This design comes from an exercise in tuning for small area, a short achievable clock period and few clock cycles per item on the open sky130 flow, not from production work. Function was checked by simulation only, so behaviour that the tests miss may differ from the original. Power is estimated from default activity; no workload was simulated.

== delta ==
// exec_stage
module exec_stage (
    input  logic                  clk,
    input  logic                  reset,
    input  logic [w_oper-1:0]     oper,
    input  logic [w_func-1:0]     func,
    input  logic [data_width-1:0] source_a,
    input  logic [data_width-1:0] source_b,
    input  logic [4:0]            cp0_addr,
    input  logic                  cp0_write,
    output logic [data_width-1:0] result,
    output logic                  ov,
    output logic                  busy,
    output logic                  timer_irq
);
Settings: LEC_CHECK=0, ABC_AREA=1, CAP_MARGIN=20, CORE_MARGIN=2, CORE_UTILIZATION=55, SETUP_SLACK_MARGIN=1.2, SLEW_MARGIN=20; clock period 7.0 ns.
run.sh (not shown) runs the stock make flow with config.mk's settings and CLKGATE_MAP_FILE= SYNTH_SCRIPT=/design/flow/synth_recipe.tcl, a recipe that flattens the netlist after the stock synthesis.
delta completed; timing, DRC and antenna clean
Testbench counts of delta, summed over its fixed seeds: cycles 21,169, instructions 12,000.
Inputs modified between delta and garnet:
diff --git a/flow/config.mk b/flow/config.mk
--- a/flow/config.mk
+++ b/flow/config.mk
@@ -9,5 +9,5 @@
 export CAP_MARGIN = 20
 export CORE_MARGIN = 2
-export CORE_UTILIZATION = 55
-export SETUP_SLACK_MARGIN = 1.2
+export CORE_UTILIZATION = 40
+export SETUP_SLACK_MARGIN = 1.0
 export SLEW_MARGIN = 20
==> notes.md <==
Of garnet and delta, garnet shows the higher headroom to the max-slew limit, with delta below it.
Status: sequential share of layout area parity (garnet, delta)
Cmp garnet vs delta: wire length on met2 higher in garnet
Diff garnet and delta: cell area after layout lower in garnet
Area growth from synthesis to final layout, garnet and delta: smaller value in garnet
From delta to garnet the numbers moved as follows: CTS buffer count shows an increase of 7.1%; total detailed-routing wirelength shrank by about 2.3%.
Of garnet and delta, the lower total of fill cells in the finished design belongs to delta.
Here is what was changed in the inputs of raven compared with garnet.
diff --git a/flow/config.mk b/flow/config.mk
--- a/flow/config.mk
+++ b/flow/config.mk
@@ -6,8 +6,7 @@
 export NUM_CORES = 4
 export LEC_CHECK = 0
-export ABC_AREA = 1
 export CAP_MARGIN = 20
 export CORE_MARGIN = 2
-export CORE_UTILIZATION = 40
-export SETUP_SLACK_MARGIN = 1.0
+export CORE_UTILIZATION = 60
+export SETUP_SLACK_MARGIN = 0.8
 export SLEW_MARGIN = 20
==> notes.md <==
Row post-cts repair resize count: raven higher / garnet lower. [compare] base=garnet new=raven: layout clock buffer count shrank by about 5.4%; placed standard-cell area shrank by 0.0012 sq mm; wire length on met2 shrank by about 10%. | total number of nets in the final design | raven vs garnet | 799 lower |. Sort raven and garnet by internal cell power, descending, and garnet comes first. Diff garnet -> raven | antenna cell count | increase of 2.
The inputs of juniper differ from those of raven as listed below.
==> flow/flow/run.sh (new file) <==
#!/bin/bash
# The standard layout, with buf_4 port buffers (instead of a delay cell) and
# resizing not limited to the cell's own footprint. make's full output is in make.log.
set -euo pipefail
bash standard.sh "BUFFER_PORTS_ARGS=-buffer_cell sky130_fd_sc_hd__buf_4" MATCH_CELL_FOOTPRINT=0 finish > make.log 2>&1
==> flow/standard.sh (new file) <==
#!/bin/bash
# synth_recipe.tcl (not shown) runs the flow's synth.tcl, then flattens the netlist and writes it again
# the make line also repeats each setting of config.mk as NAME=value (left out here)
make -C /OpenROAD-flow-scripts/flow DESIGN_CONFIG=/design/flow/config.mk WORK_HOME=/design/flow/orfs CLKGATE_MAP_FILE= SYNTH_SCRIPT=/design/flow/synth_recipe.tcl "${@:-finish}"
diff --git a/flow/config.mk b/flow/config.mk
--- a/flow/config.mk
+++ b/flow/config.mk
@@ -6,7 +6,8 @@
 export NUM_CORES = 4
 export LEC_CHECK = 0
+export ABC_AREA = 1
 export CAP_MARGIN = 20
 export CORE_MARGIN = 2
-export CORE_UTILIZATION = 60
-export SETUP_SLACK_MARGIN = 0.8
+export CORE_UTILIZATION = 55
+export SETUP_SLACK_MARGIN = 1.2
 export SLEW_MARGIN = 20
removed: flow/run.sh
### Flow results
juniper ended with more wire length of the first global-routing pass than raven. juniper against raven: post-synthesis share of cell area spent on full adders, half adders and majority gates saw a decrease, relative contribution of combinational cells to total power saw an increase, count of flip-flops with a built-in enable after synthesis saw little to no change, violation count after the first detailed-route iteration saw a decrease, via count saw an increase.
Modified inputs, sierra compared to juniper
==> flow/run.sh (new file) <==
#!/bin/bash
# synth_recipe.tcl (not shown) runs the flow's synth.tcl, then flattens the netlist and writes it again
# the make line also repeats each setting of config.mk as NAME=value (left out here)
make -C /OpenROAD-flow-scripts/flow DESIGN_CONFIG=/design/flow/config.mk WORK_HOME=/design/flow/orfs CLKGATE_MAP_FILE= SYNTH_SCRIPT=/design/flow/synth_recipe.tcl finish
diff --git a/flow/config.mk b/flow/config.mk
--- a/flow/config.mk
+++ b/flow/config.mk
@@ -9,5 +9,5 @@
 export CAP_MARGIN = 20
 export CORE_MARGIN = 2
-export CORE_UTILIZATION = 55
-export SETUP_SLACK_MARGIN = 1.2
+export CORE_UTILIZATION = 40
+export SETUP_SLACK_MARGIN = 1.5
 export SLEW_MARGIN = 20
removed: flow/flow/run.sh
removed: flow/standard.sh
--- outcome ---
Comparing juniper against sierra, there is no change at all in area after synthesis.
The final critical delay including setup and external delays reported for sierra is smaller than that of juniper by 0.22 ns.
Area added between synthesis and finish ends up higher on sierra.
Lower global-route usage among juniper and sierra: sierra
juniper reports its slowest library cell on the worst path as a221oi_2 while sierra reports fa_2.
From juniper to sierra the numbers moved as follows: delay contributed by the slowest stage of the critical path went down by 0.03 ns, clock distribution area overhead in the final layout was more or less identical.
Edits applied to the flow inputs when going from sierra to tundra:
diff --git a/flow/config.mk b/flow/config.mk
--- a/flow/config.mk
+++ b/flow/config.mk
@@ -6,8 +6,7 @@
 export NUM_CORES = 4
 export LEC_CHECK = 0
-export ABC_AREA = 1
 export CAP_MARGIN = 20
 export CORE_MARGIN = 2
 export CORE_UTILIZATION = 40
-export SETUP_SLACK_MARGIN = 1.5
+export SETUP_SLACK_MARGIN = 0.8
 export SLEW_MARGIN = 20
==> comparison <==
- Timing, DRC, antenna: 0 failures across sierra and tundra
- Synthesized cell count (lower): tundra
- Looking at layout net count, tundra sits about 18% below sierra.
- Switching part of the total power in tundra is 3.5 points lower than in sierra
- Sort sierra and tundra by post-layout total power asc -> top: tundra
- The setup slack of tundra is smaller than that of sierra.
- Sort sierra and tundra by initial core utilization asc -> top: sierra
- In tundra relative to sierra, total via count after detailed routing had gone down by a little under 10%.


## run 1
exec_stage, a different RTL version from the one above (not shown whole).
For scale: about 4200 cells after synthesis, about 120 I/O pins.
Design exec_stage, start of the top module:
module exec_stage (
    input  logic                  clk,
    input  logic                  reset,
    input  logic [w_oper-1:0]     oper,
    input  logic [w_func-1:0]     func,
    input  logic [data_width-1:0] source_a,
    input  logic [data_width-1:0] source_b,
    input  logic [4:0]            cp0_addr,
    input  logic                  cp0_write,
    output logic [data_width-1:0] result,
    output logic                  ov,
    output logic                  busy,
    output logic                  timer_irq
);
export LEC_CHECK = 0
export ABC_AREA = 1
export CAP_MARGIN = 20
export CORE_MARGIN = 2
export CORE_UTILIZATION = 40
export SETUP_SLACK_MARGIN = 1.6
export SLEW_MARGIN = 20
export SYNTH_HIERARCHICAL = 1
export SYNTH_MINIMUM_KEEP_SIZE = 0
create_clock -name core_clock -period 7.0 [get_ports {clk}]
standard.sh (not shown) runs the stock make flow with config.mk's settings and CLKGATE_MAP_FILE= SYNTH_SCRIPT=/design/flow/synth_recipe.tcl, a recipe that flattens the netlist after the stock synthesis.
==> flow/flow/run.sh <==
#!/bin/bash
# The standard layout, with buf_4 port buffers (instead of a delay cell) and
# resizing not limited to the cell's own footprint. make's full output is in make.log.
set -euo pipefail
bash standard.sh "BUFFER_PORTS_ARGS=-buffer_cell sky130_fd_sc_hd__buf_4" MATCH_CELL_FOOTPRINT=0 finish > make.log 2>&1
Testbench counts of run 1, summed over its fixed seeds: cycles 21,169, instructions 12,000.
--- input diff run 1..run 2 ---
- a change of SETUP_SLACK_MARGIN from 1.6 to 1.4
- a change of CORE_UTILIZATION from 40 to 50
Findings:
Of run 2 and run 1, the higher clock distribution area overhead in the final layout belongs to run 2.
Power consumption: run 1 vs run 2 — no meaningful difference
Run 2 vs. run 1: final weighted congestion in routability-driven placement went up by about 1.4%.
The floorplan die area in run 2 was lower than what run 1 gave.
For run 3, these inputs were changed with respect to run 2:
- CORE_UTILIZATION now 40, was 50
- SETUP_SLACK_MARGIN now 1.3, was 1.4
Run 3 ends up with lower area growth from synthesis to layout than run 2 does.
As far as number of flip-flops and latches is concerned, run 3 and run 2 perform about the same.
Going from run 2 to run 3, fmax shows no meaningful change; total power lower; first-pass iteration count of the detailed router shrank by 2; post-route standard cell area excluding fillers dropped 0.43%.
Input-level comparison between run 4 and run 3:
- swapping 1.3 for 1.6 in SETUP_SLACK_MARGIN
- swapping 40 for 45 in CORE_UTILIZATION
Findings:
- Relative to run 3, the cell row count of run 4 is lower by 6.3%.
- Total wire length in run 4 vs run 3: down 480 um
- Run 4 ends up with a global-route wire length before repair that is 0.50% higher than in run 3.
- The final reports for run 4 and run 3 show die width lower in the former.
- For run 4, the worst setup path startpoint was func[1], unlike run 3, where it was cp0_addr[3].
- Compare run 4 and run 3 | number of cells in the design after placement lower: run 4


RTL: one of the versions met above, not the one the previous note started from.
Size: about 3000 cells after synthesis, about 120 I/O pins, about 25000 um2 of cells after synthesis.
==> flow/config.mk <==
export PLATFORM = sky130hd
export DESIGN_NAME = exec_stage
export DESIGN_NICKNAME = exec_stage
export VERILOG_FILES = /design/flow/design.v
export SDC_FILE = /design/flow/constraint.sdc
export NUM_CORES = 4
export LEC_CHECK = 0
export CAP_MARGIN = 20
export CORE_MARGIN = 2
export CORE_UTILIZATION = 40
export GPL_TIMING_DRIVEN = 0
export SETUP_SLACK_MARGIN = 0.8
export SLEW_MARGIN = 20
==> flow/constraint.sdc <==
create_clock -name core_clock -period 7.0 [get_ports {clk}]
set_input_delay 1.4000 -clock core_clock [delete_from_list [all_inputs] [get_ports {clk}]]
set_output_delay 1.4000 -clock core_clock [all_outputs]
set_load 0.01 [all_outputs]
run.sh (not shown) runs the stock make flow with config.mk's settings and CLKGATE_MAP_FILE= SYNTH_SCRIPT=/design/flow/synth_recipe.tcl, a recipe that flattens the netlist after the stock synthesis.
Stock flow here: none of the scripts above is used.
Testbench counts at the start, summed over its fixed seeds: cycles 21,169, instructions 12,000.
Next try:
==> flow/flow/run.sh (new file) <==
#!/bin/bash
# The standard layout, with buf_4 port buffers (instead of a delay cell) and
# resizing not limited to the cell's own footprint. make's full output is in make.log.
set -euo pipefail
bash standard.sh "BUFFER_PORTS_ARGS=-buffer_cell sky130_fd_sc_hd__buf_4" MATCH_CELL_FOOTPRINT=0 finish > make.log 2>&1
==> flow/standard.sh (new file) <==
#!/bin/bash
# synth_recipe.tcl (not shown) runs the flow's synth.tcl, then flattens the netlist and writes it again
# the make line also repeats each setting of config.mk as NAME=value (left out here)
make -C /OpenROAD-flow-scripts/flow DESIGN_CONFIG=/design/flow/config.mk WORK_HOME=/design/flow/orfs CLKGATE_MAP_FILE= SYNTH_SCRIPT=/design/flow/synth_recipe.tcl "${@:-finish}"
ABC_AREA = 1   (was default)
GPL_TIMING_DRIVEN = default   (was 0)
SETUP_SLACK_MARGIN = 1.0   (was 0.8)
removed: flow/run.sh
=> The changed run completed without violations; non-clock buffer count shrinks by 189; setup slack improves by 740 ps; routed wire length shrinks by about a fifth; power shrinks by a few percent; clock power shrinks by about a fifth; worst hold slack stays flat; fmax grows by roughly a tenth; die area grows by a few percent; critical path depth grows by 6; cell area shrinks by a few percent; sequential power shrinks by a few percent.
Next try:
==> flow/run.sh (new file) <==
#!/bin/bash
# synth_recipe.tcl (not shown) runs the flow's synth.tcl, then flattens the netlist and writes it again
# the make line also repeats each setting of config.mk as NAME=value (left out here)
make -C /OpenROAD-flow-scripts/flow DESIGN_CONFIG=/design/flow/config.mk WORK_HOME=/design/flow/orfs CLKGATE_MAP_FILE= SYNTH_SCRIPT=/design/flow/synth_recipe.tcl finish
ABC_AREA = default   (was 1)
CAP_MARGIN = 5   (was 20)
SETUP_SLACK_MARGIN = 0.8   (was 1.0)
SLEW_MARGIN = 5   (was 20)
removed: flow/flow/run.sh
removed: flow/standard.sh
The new run passed the timing, design-rule and antenna checks.
Combinational power drops by roughly a tenth.
Design area rises by a few percent.
Non-clock buffer count increases by 175.
Clock-buffer cell count increases by 1.
Next try:
CAP_MARGIN = 20   (was 5)
SETUP_SLACK_MARGIN = default   (was 0.8)
SLEW_MARGIN = 20   (was 5)
The changed run completed without violations. Area after synthesis stays the same. Clock skew rose by 4.6 ps. Total power rose by 2.0%. Wire length rose by 2.3%. Die area is unchanged. Register-to-register slack got worse by 70 ps. Worst hold slack got worse by 24 ps.


trial 3:
Another version of the RTL of exec_stage (not shown whole).
For scale: about 3,100 cells after synthesis, roughly 250 flip-flops, ~120 I/O pins.
Settings: LEC_CHECK=0, CAP_MARGIN=20, CORE_MARGIN=2, CORE_UTILIZATION=40, SETUP_SLACK_MARGIN=0.8, SLEW_MARGIN=20; clock period 7.0 ns.
Stock flow here: none of the scripts above is used.
Testbench counts of trial 3, summed over its fixed seeds: cycles 21,169, instructions 12,000.
Input changes introduced in trial 9 (baseline for comparison: trial 3):
- changing SETUP_SLACK_MARGIN from 0.8 to 1.3
Results
In summary, trial 9 completed successfully, with a layout that passed the timing, design-rule and antenna checks.
Trial 3 completed end to end with timing, DRC and antenna clean.
Trial 9 against trial 3: post-route worst hold slack has decreased; number of post-CTS setup repair buffers higher; count of buffers not belonging to the clock network in the layout picked up an extra about 2%.
Post-detailed-route wirelength per cell: trial 9 vs trial 3 — no meaningful difference
In the reports for trial 3 and trial 9, the larger power share of the clock group belongs to trial 3.
As far as average cell area after synthesis goes, trial 3 and trial 9 are indistinguishable; the numbers are identical.
Relative to trial 3, number of antenna violations at the first check in global routing decreased by 1 in trial 9.


== rev 12 ==
exec_stage, a different RTL version from the one above (not shown whole).
Size in the first run: roughly 250 flip-flops, about 120 I/O pins.
Design exec_stage, start of the top module:
module exec_stage (
    input  logic                  clk,
    input  logic                  reset,
    input  logic [w_oper-1:0]     oper,
    input  logic [w_func-1:0]     func,
    input  logic [data_width-1:0] source_a,
    input  logic [data_width-1:0] source_b,
    input  logic [4:0]            cp0_addr,
    input  logic                  cp0_write,
    output logic [data_width-1:0] result,
    output logic                  ov,
    output logic                  busy,
    output logic                  timer_irq
);
Settings: LEC_CHECK=0, CAP_MARGIN=20, CORE_MARGIN=2, CORE_UTILIZATION=40, SETUP_SLACK_MARGIN=0.8, SLEW_MARGIN=20, SYNTH_HIERARCHICAL=1, SYNTH_MINIMUM_KEEP_SIZE=0; clock period 7.0 ns.
Testbench counts of rev 12, summed over its fixed seeds: cycles 21,169, instructions 12,000.
> inputs changed (rev 12 -> rev 13)
-- flow/config.mk --
<<< rev 12, line 11
export SETUP_SLACK_MARGIN = 0.8
>>> rev 13, line 11
export SETUP_SLACK_MARGIN = 1.3
## What came out
- Rev 13 finished all stages; the layout is clean.
- Taking rev 12 as the reference, in rev 13 met2 layer usage reported by global route now larger; summed area of non-filler cells in the final layout now larger.
- Rev 13 ended with more area used by multi-input combinational logic than rev 12.
- For rev 12, the startpoint of the worst setup timing path was source_a[22], unlike rev 13, where it was func[0].


Another version of the RTL of exec_stage (not shown whole).
For scale: ~3600 cells after synthesis, ~250 flip-flops, roughly 120 I/O pins.
Design exec_stage, start of the top module:
module exec_stage (
    input  logic                  clk,
    input  logic                  reset,
    input  logic [w_oper-1:0]     oper,
    input  logic [w_func-1:0]     func,
    input  logic [data_width-1:0] source_a,
    input  logic [data_width-1:0] source_b,
    input  logic [4:0]            cp0_addr,
    input  logic                  cp0_write,
    output logic [data_width-1:0] result,
    output logic                  ov,
    output logic                  busy,
    output logic                  timer_irq
);
    logic [data_width-1:0] cp0_rt_data;
    logic [data_width-1:0] hi;
    logic [data_width-1:0] lo;
    logic                  is_signed;
    logic                  left;
    logic [data_width-1:0] sh_in;
    logic [data_width-1:0] sh_out;
    logic [data_width-1:0] shifted;
    logic                  fill;
    logic [data_width-1:0] other;
    logic                  sel_add;
    logic                  sel_sub;
    logic                  sel_slt;
    assign is_signed = (oper == oper_alus);
    assign sel_add   = (func == func_add);
    assign sel_sub   = (func == func_sub);
    assign sel_slt   = (func == func_slt);
    alu_arith u_arith (
        .a         (source_a),
        .b         (source_b),
        .is_signed (is_signed),
        .sel_add   (sel_add),
        .sel_sub   (sel_sub),
        .sel_slt   (sel_slt),
        .sel_other (~(sel_add | sel_sub | sel_slt)),
        .other     (other),
        .result    (result),
        .ov        (ov)
    );
  ...
clock: 7.0 ns
lec_check: 0
cap_margin: 20
core_margin: 2
core_utilization: 40
setup_slack_margin: 1.0
slew_margin: 20
synth_hierarchical: 1
synth_minimum_keep_size: 0
Testbench counts at the start, summed over its fixed seeds: cycles 21,228, instructions 12,000.
Next try:
--- a/flow/config.mk
+++ b/flow/config.mk
@@ -10,5 +10,3 @@
 export CORE_UTILIZATION = 40
-export SETUP_SLACK_MARGIN = 1.0
+export SETUP_SLACK_MARGIN = 0.8
 export SLEW_MARGIN = 20
-export SYNTH_HIERARCHICAL = 1
-export SYNTH_MINIMUM_KEEP_SIZE = 0
After rerunning:
- cell area falls by about 3.2%
- die area drops by 4.4%
- core utilization goes up by 0.52 points
- area after synthesis falls by about 4.5%
- wire length rises by 3.0%
- sequential cell count does not change
- combinational power rises by about 9%
- setup slack gets worse by 310 ps
- via count is lower by about 0.8%
- global-route usage goes up by 3.2 points
- hold slack is about the same
Next try:
==> flow/flow/run.sh (new file) <==
#!/bin/bash
# The standard layout, with buf_4 port buffers (instead of a delay cell) and
# resizing not limited to the cell's own footprint. make's full output is in make.log.
set -euo pipefail
bash standard.sh "BUFFER_PORTS_ARGS=-buffer_cell sky130_fd_sc_hd__buf_4" MATCH_CELL_FOOTPRINT=0 finish > make.log 2>&1
==> flow/standard.sh (new file) <==
#!/bin/bash
# synth_recipe.tcl (not shown) runs the flow's synth.tcl, then flattens the netlist and writes it again
# the make line also repeats each setting of config.mk as NAME=value (left out here)
make -C /OpenROAD-flow-scripts/flow DESIGN_CONFIG=/design/flow/config.mk WORK_HOME=/design/flow/orfs CLKGATE_MAP_FILE= SYNTH_SCRIPT=/design/flow/synth_recipe.tcl "${@:-finish}"
--- a/flow/config.mk
+++ b/flow/config.mk
@@ -7,2 +7,3 @@
 export LEC_CHECK = 0
+export ABC_AREA = 1
 export CAP_MARGIN = 20
@@ -10,3 +11,5 @@
 export CORE_UTILIZATION = 40
-export SETUP_SLACK_MARGIN = 0.8
+export SETUP_SLACK_MARGIN = 1.5
 export SLEW_MARGIN = 20
+export SYNTH_HIERARCHICAL = 1
+export SYNTH_MINIMUM_KEEP_SIZE = 0
removed: flow/run.sh
Outcome: The new run completed with no timing, DRC or antenna violations; flip-flop and latch count stays the same; design area barely changes; via count rises by 13%; die area rises by 8.5%; non-clock buffer count falls by 234; area after synthesis rises by 8.7%; clock power falls by about 3%; count of clock-buffer cells in the layout rises by 2; worst setup slack gets better by 890 ps; power falls by 1.8%; sequential share of layout area stays flat.

## port drivers added, routing unchanged
In the flow no input, the clock included, has a driving cell. The finished layouts below were timed again as built, in two steps.
Step 1 sets driving cells, clkbuf_16 on the clock port and buf_2 on the other inputs (assumed; they add their load-dependent delay and slew).
Step 2 moves the port delays by t, midway between the first and last clock arrival at a register: inputs arrive t later, outputs are due t later. That takes back most of the time a late clock gives input paths.
Slacks: no drivers / after step 1 / after step 2; pairs: no drivers / after step 1.
run	t, ns	setup WS [ns]	clock arrival spread, ns	worst slew at a driven data input, ns
delta	0.657	0.910 / 0.857 / 0.857	0.032 / 0.033	0.07
garnet	0.665	0.997 / 0.945 / 0.945	0.036 / 0.035	0.07
raven	0.639	0.721 / 0.537 / 0.537	0.020 / 0.020	0.26
juniper	0.671	0.875 / 0.714 / 0.714	0.016 / 0.017	0.24
sierra	0.651	1.096 / 0.963 / 0.963	0.048 / 0.048	0.18
tundra	0.667	0.530 / 0.484 / 0.484	0.031 / 0.031	0.07
run 1	0.655	1.446 / 1.314 / 1.314	0.029 / 0.029	0.34
run 2	0.655	1.361 / 1.217 / 1.217	0.013 / 0.013	0.23
run 3	0.651	1.346 / 1.295 / 1.295	0.025 / 0.025	0.16
run 4	0.653	1.574 / 1.396 / 1.396	0.014 / 0.015	0.21
the first run of note 3	0.689	0.232 / 0.218 / 0.218	0.049 / 0.048	0.05
the second run of note 3	0.654	0.976 / 0.830 / 0.830	0.020 / 0.020	0.21
the third run of note 3	0.667	0.530 / 0.484 / 0.484	0.031 / 0.031	0.07
the fourth run of note 3	0.669	0.152 / 0.125 / 0.125	0.036 / 0.036	0.08
trial 3	0.671	0.177 / 0.140 / 0.140	0.051 / 0.051	0.09
trial 9	0.655	0.186 / 0.150 / 0.150	0.054 / 0.055	0.07
rev 12	0.657	0.706 / 0.673 / 0.673	0.019 / 0.019	0.08
rev 13	0.651	1.074 / 1.043 / 1.043	0.018 / 0.018	0.08
the first run of note 6	0.635	1.014 / 0.964 / 0.964	0.019 / 0.019	0.06
the second run of note 6	0.654	0.701 / 0.666 / 0.666	0.058 / 0.058	0.09
the third run of note 6	0.650	1.591 / 1.467 / 1.467	0.018 / 0.018	0.21
After both steps setup and hold are still met in every run listed. The setup slack of raven, which loses most, moves by -0.184 ns with the drivers and by -0.184 ns with both steps.
